Context: an optimization exercise on an open-source flow, tuned for small area, a short achievable clock period and few clock cycles per item. The choices shown serve that exercise and are no tape-out recipe. The RTL was checked by simulation tests, not by an equivalence proof against the original design.

Setup of run A:
## sliding_window_mean_stddev
module sliding_window_mean_stddev (
    input  wire logic                               clk,
    input  wire logic                               rst_n,
    input  wire logic                               sample_valid,
    output logic                                    sample_stall,
    input  wire logic signed [swms_pkg::SAMPLE_W-1:0] sample,
    output logic                                    result_valid,
    input  wire logic                               result_stall,
    output logic signed [swms_pkg::SAMPLE_W-1:0]    mean,
    output logic        [swms_pkg::SAMPLE_W-1:0]    deviation,
    output logic                                    valid_res,
    input  wire logic                               cfg_valid,
    output logic                                    cfg_ready,
    input  wire logic   [swms_pkg::LEN_W-1:0]       window_length
);
export LEC_CHECK = 0
export ABC_AREA = 1
export ABC_CLOCK_PERIOD_IN_PS = 5000
export CAP_MARGIN = 10
export CORE_MARGIN = 2
export CORE_UTILIZATION = 50
export CTS_CLUSTER_DIAMETER = 80
export CTS_CLUSTER_SIZE = 24
export SETUP_SLACK_MARGIN = 5
export SLEW_MARGIN = 10
create_clock -name core_clock -period 11.0 [get_ports {clk}]
run.sh (not shown) runs the stock make flow with config.mk's settings and CLKGATE_MAP_FILE= SYNTH_SCRIPT=/design/flow/synth_recipe.tcl, a recipe that flattens the netlist after the stock synthesis.
Testbench counts of run A, summed over its fixed seeds: cycles 2,512, items 2,400.
--- input diff run A..run B ---
Settings: a change of CORE_UTILIZATION from 50 to 55; a deleted ABC_AREA that had been 1; a change of CAP_MARGIN from 10 to 20; a change of CTS_CLUSTER_DIAMETER from 80 to 60; a change of CTS_CLUSTER_SIZE from 24 to 30; a change of SLEW_MARGIN from 10 to 20.
Results
Count of clock-buffer cells in the layout delta for run B relative to run A: 5 lower
Endpoint of the most critical setup path: mB[24] -> run B, mB[18] -> run A
Compared with run A, run B has less setup slack.
Share of cell area taken by multi-input logic gates came out higher on run B than on run A.
Run B vs. run A: multi-input combinational cell count up 47; simple-gate share of the synthesized area down 2.3 points; tap cell count down 193; die area down about 6.4%.
Edits applied to the flow inputs when going from run B to run C:
Settings: ABC_AREA newly set to 1; CTS_CLUSTER_SIZE changed from 30 to 24; CAP_MARGIN changed from 20 to 10; SLEW_MARGIN changed from 20 to 10; CTS_CLUSTER_DIAMETER changed from 60 to 80.
Results
Run C ended with less fraction of area in clock buffers and inverters than run B. For run C, the path type of the worst setup path was input port to primary output, unlike run B, where it was register to register. [compare] base=run B new=run C: cell count now sits higher; placed wire-length estimate after detailed placement now sits at about the same level. Going from run B to run C, the stage delay of the slowest cell on the critical path was found to have gone down by 90 ps. Summary of the comparison: die extent in x is lower in run C, relative to run B. When the final numbers for run C and run B were put side by side, the critical path depth turned out to be greater in run B. Run C vs run B on tapcell count: run C is the lower one. Going from run B to run C, clock skew now smaller.
Setup changes, run C to run D
Settings: changing CAP_MARGIN from 10 to 20; changing SLEW_MARGIN from 10 to 20.
## What came out
Run D went all the way through synthesis, placement and routing and the layout is clean on timing, DRC and antenna.
| total length of routed wires | run D vs run C | ≈ equal |
Post-route clock period utilization for run D is lower than for run C.
On sum of net half-perimeters after detailed placement, run D and run C are neck and neck.
Run D and run C ended up with roughly the same placed standard-cell area.
Going from run C to run D, number of enable flip-flop cells after synthesis now sits at about the same level.
Any difference in global-route usage between run D and run C is small enough to ignore.
On worst setup slack, run C loses to run D.

========
== run 1 ==
sliding_window_mean_stddev again, from the RTL that the note above started with.
make LEC_CHECK=0 ABC_CLOCK_PERIOD_IN_PS=5000 CAP_MARGIN=20 CORE_MARGIN=2 CORE_UTILIZATION=55 CTS_CLUSTER_DIAMETER=80 CTS_CLUSTER_SIZE=24 SETUP_SLACK_MARGIN=5 SLEW_MARGIN=20 finish   # period 11.0 ns
Run 1 went all the way through synthesis, placement and routing and the layout is clean on timing, DRC and antenna.
Testbench counts of run 1, summed over its fixed seeds: cycles 2,512, items 2,400.
Relative to run 1, the following input files were edited for run 2:
Settings: SLEW_MARGIN changed from 20 to 0; ABC_AREA newly set to 1; CAP_MARGIN changed from 20 to 0.
## What came out
The run showing the smaller parity-gate share of the synthesized area counting xor and xnor cells is run 1.
The slew at the pin closest to its max-slew limit of run 2 is higher than that of run 1.
Of run 1 and run 2, run 2 shows the higher setup slack, with run 1 below it.
Re number of buffers inserted during clock tree synthesis: run 1 was higher than run 2.
Inputs modified between run 2 and run 3:
Settings: changing SLEW_MARGIN from 0 to 20; changing CAP_MARGIN from 0 to 20; changing CORE_UTILIZATION from 55 to 68; removing ABC_AREA (formerly 1).
==> comparison <==
- Run 3: full flow OK, the timing, design-rule and antenna checks passed
- Last weighted congestion value of the routability-driven placer: run 3 > run 2
- Measured against each other, run 3 and run 2 differ in hold slack, the higher figure coming from run 3.
- Share of the clock period used by the worst path sits higher in run 3 than in run 2.
- Going from run 2 to run 3, area growth from synthesis to layout moved up, average routed wire per standard cell moved up, number of non-filler instances in the completed layout moved down, clock-buffer cell count moved up, wire length moved up.
The following lists how run 4 was set up differently from run 3:
Settings: setting ABC_AREA to 1 for the first time; changing CTS_CLUSTER_DIAMETER from 80 to 70; changing CORE_UTILIZATION from 68 to 55; changing CTS_CLUSTER_SIZE from 24 to 28.
Results
Run 4 reached the end of the flow, and the finished layout is clean on the timing, design-rule and antenna checks.
Run 3 has higher initial antenna violation count than run 4.
Cmp run 4 and run 3 / width of the die / lower: run 3
Going from run 3 to run 4, fraction of the yosys area taken by sequential cells grows by 1.7 points.
Lower worst setup timing slack at the placement stage was reported by run 3, not run 4.
Run 4 has total clock buffers created by CTS above what run 3 had.
Diff run 3 -> run 4: shortest clock period the worst path allows after layout now sits lower; final worst setup slack rose by 0.41 ns.
[run 4] sequential share of layout area rose 1.5 points relative to run 3
Of run 4 and run 3, it is run 4 that has the lower critical path data required time.

==> afterwards: timing with drivers on the ports <==
In the flow no input, the clock included, has a driving cell. The finished layouts below were timed again as built, in two steps. Step 1 (the two cells are an assumption about what drives the block):
set clk [get_ports {clk}]
set_driving_cell -lib_cell sky130_fd_sc_hd__clkbuf_16 $clk
set_driving_cell -lib_cell sky130_fd_sc_hd__buf_2 [delete_from_list [all_inputs] $clk]
Step 2 moves the port delays by t, midway between the first and last clock arrival at a register: inputs arrive t later, outputs are due t later. That takes back most of the time a late clock gives input paths. Slacks: no drivers / after step 1 / after step 2; pairs: no drivers / after step 1.
run | shift t [ns] | setup slack, ns | latest minus earliest clock arrival (ns) | worst register clock-pin slew, ns | worst data-port slew with drivers (ns)
run A | 0.941 | 5.234 / 5.234 / 5.015 | 0.071 / 0.071 | 0.10 / 0.10 | 0.12
run B | 0.938 | 4.984 / 4.984 / 4.984 | 0.093 / 0.093 | 0.11 / 0.11 | 0.12
run C | 0.939 | 5.222 / 5.201 / 4.785 | 0.102 / 0.101 | 0.10 / 0.10 | 0.12
run D | 0.941 | 5.253 / 5.233 / 4.809 | 0.075 / 0.075 | 0.10 / 0.10 | 0.12
run 1 | 0.939 | 4.992 / 4.992 / 4.992 | 0.084 / 0.083 | 0.09 / 0.09 | 0.13
run 2 | 0.939 | 5.222 / 5.201 / 4.785 | 0.102 / 0.101 | 0.10 / 0.10 | 0.12
run 3 | 0.943 | 4.881 / 4.881 / 4.881 | 0.097 / 0.097 | 0.11 / 0.11 | 0.30
run 4 | 0.936 | 5.289 / 5.289 / 4.933 | 0.077 / 0.077 | 0.10 / 0.10 | 0.12
After both steps setup and hold are still met in every run listed. The setup slack of run D, which loses most, moves by -0.020 ns with the drivers and by -0.444 ns with both steps.
